What follows belongs to an exercise in optimizing a design on an open flow for small area; a production flow would make more cautious choices. Function was checked by simulation only, so behaviour that the tests miss may differ from the original. Power and IR drop assume default switching activity.

==> flow/design.v <==
package aipPkg;
  localparam int DataWidth = 32;
  localparam int ConfigWidth = 5;
  localparam int MaxAddrWidth = 16;
  typedef logic [DataWidth-1:0] data_t;
  localparam data_t IpId = 32'h1000500A;
  typedef enum logic [ConfigWidth-1:0] {
    CodeMemInData  = 5'd0,
    CodeMemInAddr  = 5'd1,
    CodeMemOutData = 5'd2,
    CodeMemOutAddr = 5'd3,
    CodeConfData   = 5'd4,
    CodeConfAddr   = 5'd5,
    CodeStatus     = 5'd30,
    CodeId         = 5'd31
  } configCode_e;
  typedef enum logic [1:0] {
    SelMemOut = 2'd0,
    SelNone   = 2'd1,
    SelStatus = 2'd2,
    SelId     = 2'd3
  } readSel_e;
  localparam int StatusBusyBit = 0;
  localparam int StatusMaskBit = 8;
  localparam int StatusDoneBit = 16;
endpackage
`timescale 1ns/1ps
module aipDualPortRam #(
  parameter int AddrWidth = 5
) (
  input  logic                 clk,
  input  logic                 wrEn_i,
  input  logic [AddrWidth-1:0] wrAddr_i,
  input  aipPkg::data_t        wrData_i,
  input  logic [AddrWidth-1:0] rdAddr_i,
  output aipPkg::data_t        rdData_o
);
  aipPkg::data_t mem [2**AddrWidth];
  always_ff @(posedge clk) begin
    if (wrEn_i) begin
      mem[wrAddr_i] <= wrData_i;
    end
  end
  assign rdData_o = mem[rdAddr_i];
endmodule
`timescale 1ns/1ps
module aipCtrl #(
  parameter int MemInAddrWidth = 5,
  parameter int MemOutAddrWidth = 6,
  parameter int ConfRegCount = 2,
  localparam int ConfAddrWidth = (ConfRegCount > 1) ? $clog2(ConfRegCount) : 1
) (
  input  logic                            clk,
  input  logic                            rst,
  input  logic                            en_i,
  input  aipPkg::configCode_e             config_i,
  input  logic                            write_i,
  input  logic                            read_i,
  input  logic [aipPkg::MaxAddrWidth-1:0] addr_i,
  output logic                            memInWrEn_o,
  output logic [MemInAddrWidth-1:0]       memInWrAddr_o,
  output logic [MemOutAddrWidth-1:0]      memOutRdAddr_o,
  output logic                            confWrEn_o,
  output logic [ConfAddrWidth-1:0]        confWrAddr_o,
  output logic                            statusWrEn_o,
  output aipPkg::readSel_e                readSel_o
);
  localparam logic [ConfAddrWidth-1:0] ConfLast = ConfAddrWidth'(ConfRegCount - 1);
  logic [MemInAddrWidth-1:0]  memInPtr;
  logic [MemOutAddrWidth-1:0] memOutPtr;
  logic [ConfAddrWidth-1:0]   confPtr;
  logic memInAddrSet;
  logic memOutAddrSet;
  logic memOutRead;
  logic confAddrSet;
  assign memInWrEn_o   = write_i && (config_i == aipPkg::CodeMemInData);
  assign confWrEn_o    = write_i && (config_i == aipPkg::CodeConfData);
  assign statusWrEn_o  = write_i && (config_i == aipPkg::CodeStatus);
  assign memInAddrSet  = write_i && (config_i == aipPkg::CodeMemInAddr);
  assign memOutAddrSet = write_i && (config_i == aipPkg::CodeMemOutAddr);
  assign confAddrSet   = write_i && (config_i == aipPkg::CodeConfAddr);
  assign memOutRead    = read_i && (config_i == aipPkg::CodeMemOutData);
  always_comb begin
    case (config_i)
      aipPkg::CodeMemOutData: readSel_o = aipPkg::SelMemOut;
      aipPkg::CodeStatus:     readSel_o = aipPkg::SelStatus;
      aipPkg::CodeId:         readSel_o = aipPkg::SelId;
      default:        readSel_o = aipPkg::SelNone;
    endcase
  end
  always_ff @(posedge clk or negedge rst) begin
    if (!rst) begin
      memInPtr  <= '0;
      memOutPtr <= '0;
      confPtr   <= '0;
    end else if (en_i) begin
      if (memInAddrSet) begin
        memInPtr <= addr_i[MemInAddrWidth-1:0];
      end else if (memInWrEn_o) begin
        memInPtr <= memInPtr + MemInAddrWidth'(1);   
      end
      if (memOutAddrSet) begin
        memOutPtr <= addr_i[MemOutAddrWidth-1:0];
      end else if (memOutRead) begin
        memOutPtr <= memOutPtr + MemOutAddrWidth'(1);
      end
      if (confAddrSet) begin
        confPtr <= addr_i[ConfAddrWidth-1:0];
      end else if (confWrEn_o) begin
        if (confPtr >= ConfLast) begin
          confPtr <= '0;
        end else begin
          confPtr <= confPtr + ConfAddrWidth'(1);
        end
      end
    end
  end
  assign memInWrAddr_o  = memInPtr;
  assign memOutRdAddr_o = memOutPtr;
  assign confWrAddr_o   = confPtr;
endmodule
`timescale 1ns/1ps
module aipConfigBank #(
  parameter int ConfRegCount = 2,
  localparam int ConfAddrWidth = (ConfRegCount > 1) ? $clog2(ConfRegCount) : 1
) (
  input  logic                                      clk,
  input  logic                                      rst,
  input  logic                                      wrEn_i,
  input  logic [ConfAddrWidth-1:0]                  wrAddr_i,
  input  aipPkg::data_t                             wrData_i,
  output logic [ConfRegCount*aipPkg::DataWidth-1:0] confData_o
);
  aipPkg::data_t confRegs [ConfRegCount];
  always_ff @(posedge clk or negedge rst) begin
    if (!rst) begin
      for (int i = 0; i < ConfRegCount; i++) begin
        confRegs[i] <= '0;
      end
    end else if (wrEn_i && (int'(wrAddr_i) < ConfRegCount)) begin
      confRegs[wrAddr_i] <= wrData_i;   
    end
  end
  always_comb begin
    for (int i = 0; i < ConfRegCount; i++) begin
      confData_o[i*aipPkg::DataWidth +: aipPkg::DataWidth] = confRegs[i];
    end
  end
endmodule
`timescale 1ns/1ps
module aipReadback (
  input  logic             clk,
  input  logic             rst,
  input  logic             statusWrEn_i,
  input  aipPkg::data_t    data_i,
  input  aipPkg::readSel_e readSel_i,
  input  aipPkg::data_t    memOutData_i,
  input  logic             coreBusy_i,
  input  logic             coreDone_i,
  output aipPkg::data_t    dataOut_o,
  output logic             intAIP_o
);
  logic  maskReg;
  logic  doneReg;
  logic  intReg;
  aipPkg::data_t statusWord;
  always_ff @(posedge clk or negedge rst) begin
    if (!rst) begin
      maskReg <= 1'b0;
    end else if (statusWrEn_i) begin
      maskReg <= data_i[aipPkg::StatusMaskBit];
    end
  end
  always_ff @(posedge clk or negedge rst) begin
    if (!rst) begin
      doneReg <= 1'b0;
    end else if (coreDone_i) begin
      doneReg <= 1'b1;   
    end else if (statusWrEn_i && data_i[aipPkg::StatusDoneBit]) begin
      doneReg <= 1'b0;
    end
  end
  always_ff @(posedge clk or negedge rst) begin
    if (!rst) begin
      intReg <= 1'b0;
    end else begin
      intReg <= doneReg & maskReg;
    end
  end
  assign intAIP_o = intReg;
  always_comb begin
    statusWord = '0;
    statusWord[aipPkg::StatusBusyBit] = coreBusy_i;
    statusWord[aipPkg::StatusMaskBit] = maskReg;
    statusWord[aipPkg::StatusDoneBit] = doneReg;
  end
  always_comb begin
    case (readSel_i)
      aipPkg::SelMemOut: dataOut_o = memOutData_i;
      aipPkg::SelStatus: dataOut_o = statusWord;
      aipPkg::SelId:     dataOut_o = aipPkg::IpId;
      default:   dataOut_o = '0;
    endcase
  end
endmodule
`timescale 1ns/1ps
module aipWrapper #(
  parameter int MemInAddrWidth = 5,
  parameter int MemOutAddrWidth = 6,
  parameter int ConfRegCount = 2
) (
  input  logic                                  clk,
  input  logic                                  rst,
  input  logic                                  en_i,
  input  aipPkg::configCode_e                   config_i,
  input  aipPkg::data_t                         data_i,
  input  logic                                  write_i,
  input  logic                                  read_i,
  input  logic                                  start_i,
  input  logic [MemInAddrWidth-1:0]             memInRdAddr_i,
  input  logic                                  memOutWrEn_i,
  input  logic [MemOutAddrWidth-1:0]            memOutWrAddr_i,
  input  aipPkg::data_t                         memOutWrData_i,
  input  logic                                  coreBusy_i,
  input  logic                                  coreDone_i,
  output aipPkg::data_t                         dataOut_o,
  output logic                                  intAIP_o,
  output aipPkg::data_t                         memInRdData_o,
  output logic [ConfRegCount*aipPkg::DataWidth-1:0] confData_o,
  output logic                                  coreStart_o
);
  localparam int ConfAddrWidth = (ConfRegCount > 1) ? $clog2(ConfRegCount) : 1;
  logic                       memInWrEn;
  logic [MemInAddrWidth-1:0]  memInWrAddr;
  logic [MemOutAddrWidth-1:0] memOutRdAddr;
  aipPkg::data_t                      memOutData;
  logic                       confWrEn;
  logic [ConfAddrWidth-1:0]   confWrAddr;
  logic                       statusWrEn;
  aipPkg::readSel_e                   readSel;
  assign coreStart_o = start_i;   
  aipCtrl #(
    .MemInAddrWidth (MemInAddrWidth),
    .MemOutAddrWidth(MemOutAddrWidth),
    .ConfRegCount   (ConfRegCount)
  ) ctrl_inst (
    .clk           (clk),
    .rst           (rst),
    .en_i          (en_i),
    .config_i      (config_i),
    .write_i       (write_i),
    .read_i        (read_i),
    .addr_i        (data_i[aipPkg::MaxAddrWidth-1:0]),
    .memInWrEn_o   (memInWrEn),
    .memInWrAddr_o (memInWrAddr),
    .memOutRdAddr_o(memOutRdAddr),
    .confWrEn_o    (confWrEn),
    .confWrAddr_o  (confWrAddr),
    .statusWrEn_o  (statusWrEn),
    .readSel_o     (readSel)
  );
  aipDualPortRam #(
    .AddrWidth(MemInAddrWidth)
  ) memIn_inst (
    .clk     (clk),
    .wrEn_i  (memInWrEn),
    .wrAddr_i(memInWrAddr),
    .wrData_i(data_i),
    .rdAddr_i(memInRdAddr_i),
    .rdData_o(memInRdData_o)
  );
  aipDualPortRam #(
    .AddrWidth(MemOutAddrWidth)
  ) memOut_inst (
    .clk     (clk),
    .wrEn_i  (memOutWrEn_i),
    .wrAddr_i(memOutWrAddr_i),
    .wrData_i(memOutWrData_i),
    .rdAddr_i(memOutRdAddr),
    .rdData_o(memOutData)
  );
  aipConfigBank #(
    .ConfRegCount(ConfRegCount)
  ) confBank_inst (
    .clk       (clk),
    .rst       (rst),
    .wrEn_i    (confWrEn),
    .wrAddr_i  (confWrAddr),
    .wrData_i  (data_i),
    .confData_o(confData_o)
  );
  aipReadback readback_inst (
    .clk         (clk),
    .rst         (rst),
    .statusWrEn_i(statusWrEn),
    .data_i      (data_i),
    .readSel_i   (readSel),
    .memOutData_i(memOutData),
    .coreBusy_i  (coreBusy_i),
    .coreDone_i  (coreDone_i),
    .dataOut_o   (dataOut_o),
    .intAIP_o    (intAIP_o)
  );
endmodule
==> flow/constraint.sdc <==
create_clock -name core_clock -period 10.0 [get_ports {clk}]
set_input_delay 2.0000 -clock core_clock [delete_from_list [all_inputs] [get_ports {clk}]]
set_output_delay 2.0000 -clock core_clock [all_outputs]
set_load 0.01 [all_outputs]
==> flow/run.sh <==
#!/bin/bash
# synth_recipe.tcl (not shown) runs the flow's synth.tcl, then flattens the netlist and writes it again
# the make line also repeats each setting of config.mk as NAME=value (left out here)
make -C /OpenROAD-flow-scripts/flow DESIGN_CONFIG=/design/flow/config.mk WORK_HOME=/design/flow/orfs CLKGATE_MAP_FILE= SYNTH_SCRIPT=/design/flow/synth_recipe.tcl finish
==> flow/config.mk <==
export PLATFORM = sky130hd
export DESIGN_NAME = aipWrapper
export DESIGN_NICKNAME = aipWrapper
export VERILOG_FILES = /design/flow/design.v
export SDC_FILE = /design/flow/constraint.sdc
export NUM_CORES = 4
export LEC_CHECK = 0
export CAP_MARGIN = 20
export CORE_MARGIN = 2
export CORE_UTILIZATION = 45
export SLEW_MARGIN = 20
==> results.json <==
{
  "synth_flop_cell": "edfxtp_1",
  "ant_nets": 0,
  "r2r_end": "memIn_inst.mem[31][15]",
  "dp.final_hpwl_mm": 173,
  "antenna_found_initial": 19,
  "die_height_um": 522,
  "synthCells": 5122,
  "cap_violations": 0,
  "ios": 219,
  "syn_area_per_cell_um2": 23.6,
  "post_dp_cell_area_mm2": 0.128,
  "fin_crit_sh": 0.819,
  "netlist_area_mm2": 0.121,
  "rows": 190,
  "final_common_cell": "edfxtp_1",
  "vias": 57600,
  "grt_pass1_wl_mm": 449,
  "min_path_type": "reg2reg",
  "most-common-layout-cells": "edfxtp_1, mux4_2, clkbuf_16",
  "layout_min_cycle_time_ns": 8.19,
  "clock-sinks": 3151,
  "slew_viol_final": 0,
  "core-area_mm2": 0.268,
  "wl_per_cell_um": 34.2,
  "clk-insertion-delay-late_ns": 0.92,
  "ys_warn_count": 6,
  "cts_made_buffers": 327,
  "critPathArrivalTime_ns": 6.19,
  "yosys.cell_types.count": 70,
  "cts_htree_levels": 5,
  "wirelength_mm": 320,
  "pwr_density_cell_mw_per_mm2": 224,
  "r2r_slack_ns": 6.95,
  "netlist.area_leader.share": 0.763,
  "post_cts_buffers": 0,
  "vias_per_cell": 6.14,
  "fp.dieW_um": 522,
  "timing.slew.headroom": 0.193,
  "hold_viol": 0,
  "fin_setup_tns_ns": 0,
  "finalSetupViolCount": 0,
  "grt_pass1_vias": 58000,
  "syn_to_final_growth_pct": 14.5,
  "timing.fmax_ghz": 0.122,
  "synth_edf_count": 3072,
  "cts_root_buf": "clkbuf_16",
  "status": "complete, no violations",
  "dp.cells": 8786,
  "crit_fanout": 11,
  "finClkSkew_ns": 0.0686,
  "required_ns": 8.00,
  "crit_path_start_kind": "input pin",
  "routabilityCongestion": 0.793,
  "p_leak_nw": 43.0,
  "synth_top_area_cell": "edfxtp_1",
  "holdPathEnd": "confBank_inst.confRegs[1][6]",
  "cp-end-kind": "output pin",
  "tightest_slew_ns": 1.21,
  "fin_nets": 5658,
  "drt_iter0_markers": 6982,
  "min_from": "confBank_inst.confRegs[1][6]",
  "timing.hold.ws_ns": 0.501,
  "synth_area_leaders": "edfxtp_1, mux4_2, dfrtp_1",
  "ctsResizeCount": 0,
  "rr_worst_depth": 4,
  "grt.overflow.total": 0,
  "async_flop_share": 0.0251,
  "rsz0062_at_grt": "false",
  "cts_tree": "built",
  "finalNonFillerCells": 9378,
  "synth_nets": 5216,
  "track_usage": 0.234,
  "crit_type": "in2out",
  "cts_buffer_depth": 4,
  "grt_max_degree": 109,
  "hold_depth": 1,
  "drive_gt1_frac": 0.306,
  "vdd_drop_max_v": 0.000150,
  "yosysSeqAreaShare": 0.779,
  "hold_buffers": 0,
  "initial_core_util": 0.452,
  "dieArea_mm2": 0.273,
  "drc_errors": 0,
  "stdcell_area_mm2": 0.138,
  "port_buffers": 216,
  "r2r-start": "ctrl_inst.memInPtr[0]",
  "clk_pin_slew_ns": 0.06,
  "first_pass_iters": 5,
  "synth_seq_cells": 3151
}
worst max-delay path by stage:
stage	end	depth (start not counted)	startpoint
after floorplan	memInRdData_o[10]	5	memInRdAddr_i[0]
after global placement	dataOut_o[0]	8	config_i[0]
final	dataOut_o[0]	8	config_i[0]
after global routing	dataOut_o[0]	8	config_i[0]
after CTS	dataOut_o[0]	8	config_i[0]
after detailed placement	dataOut_o[0]	8	config_i[0]
stage by stage:
stage,power (W),util,setup WS [ns]
after detailed placement,0.0193,0.478,1.92
after floorplan,0.0180,-,4.03
after global placement,0.0193,0.478,1.97
after global routing,0.0319,0.517,1.67
after CTS,0.0312,0.517,1.88
final,0.0310,0.517,1.81
area by class of cell:
class                           instances  area (µm²)
Fill cell                           20800      129000
Sequential cell                      3151       94200
Multi-Input combinational cell       1685       25800
Clock buffer                          393        8500
Tap cell                             3552        4440
Timing Repair Buffer                  392        3470
Clock inverter                        192        1960
Inverter                                7        28.8
Antenna cell                            6        15.0
logic make-up after synthesis:
family / Yosys count / synth area share
flops: 3151 / 0.779
mux: 1062 / 0.178
simple gates: 365 / 0.0140
buf+inv: 286 / 0.0135
compound gates: 253 / 0.0148
fa+ha+maj: 5 / 0.000517
synthesized netlist by cell type (6+ instances only):
library cell	number
a2111oi_0	9
a211oi_1	23
a21oi_1	55
a221oi_1	16
a22o_1	17
a22oi_1	42
a31oi_1	6
and2_1	8
buf_1	20
buf_2	88
buf_4	42
buf_6	27
clkbuf_1	96
dfrtp_1	79
edfxtp_1	3072
inv_1	7
mux2_2	113
mux2i_1	92
mux4_2	852
nand2_1	59
nand2b_1	11
nand3_1	33
nand3b_1	8
nor2_1	158
nor2b_1	25
nor3_1	31
o21ai_0	22
o22ai_1	21
sequential cells by signal, indices dropped and copies added, names as in the netlist:
| register | count |
|---|---|
| readback_inst.doneReg | 1 |
| ctrl_inst.memOutPtr | 6 |
| ctrl_inst.memInPtr | 5 |
| memIn_inst.mem | 1024 |
| confBank_inst.confRegs | 64 |
| ctrl_inst.confPtr | 1 |
| readback_inst.maskReg | 1 |
| memOut_inst.mem | 2048 |
| readback_inst.intReg | 1 |
per-layer routing:
layer | global-route usage | part of all wire | up-vias
met2 | 0.388 | 0.50 | 2528
met4 | 0.0574 | 0.025 | 10
met5 | 0 | 0.00017 | -
li1 | - | - | 22900
met3 | 0.0385 | 0.077 | 456
met1 | 0.325 | 0.40 | 31700
power by group:
group / total [W] / internal (W) / switching, W / leakage, nW
combinational: 0.00424 / 0.00202 / 0.00222 / 9.23
sequential: 0.0147 / 0.0146 / 0.000132 / 28.6
clock: 0.0120 / 0.00687 / 0.00511 / 5.11
total: 0.0310 / 0.0235 / 0.00746 / 43.0
worst max-delay path, stage by stage:
cell and delay (ns):
clkdlybuf4s50_1 0.61, nor4_1 0.58, and2_0 0.94, nand2_1 0.51
a2111oi_0 0.44, a211oi_1 0.10, a22oi_1 0.37, clkdlybuf4s50_1 0.61

[static timing again, ports no longer ideal]
How much do the figures lean on ideal ports? The routed layout below was timed once more, with nothing changed but the port constraints. Step 1 sets driving cells, clkbuf_16 on the clock port and buf_2 on the other inputs (assumed; they add their load-dependent delay and slew). Step 2 also shifts input and output timing later by t, the mid clock arrival at the registers, as if the neighbouring blocks saw the same clock. Slacks: ideal / step 1 / step 2; pairs: ideal / step 1.
shift t [ns]: 0.988
setup WS [ns]: 1.805 / 1.678 / 1.678
worst setup path after step 2: input to output
After both steps this run still meets setup and hold. For this run, drivers alone change the setup slack by -0.127 ns; drivers and shift together by -0.127 ns.
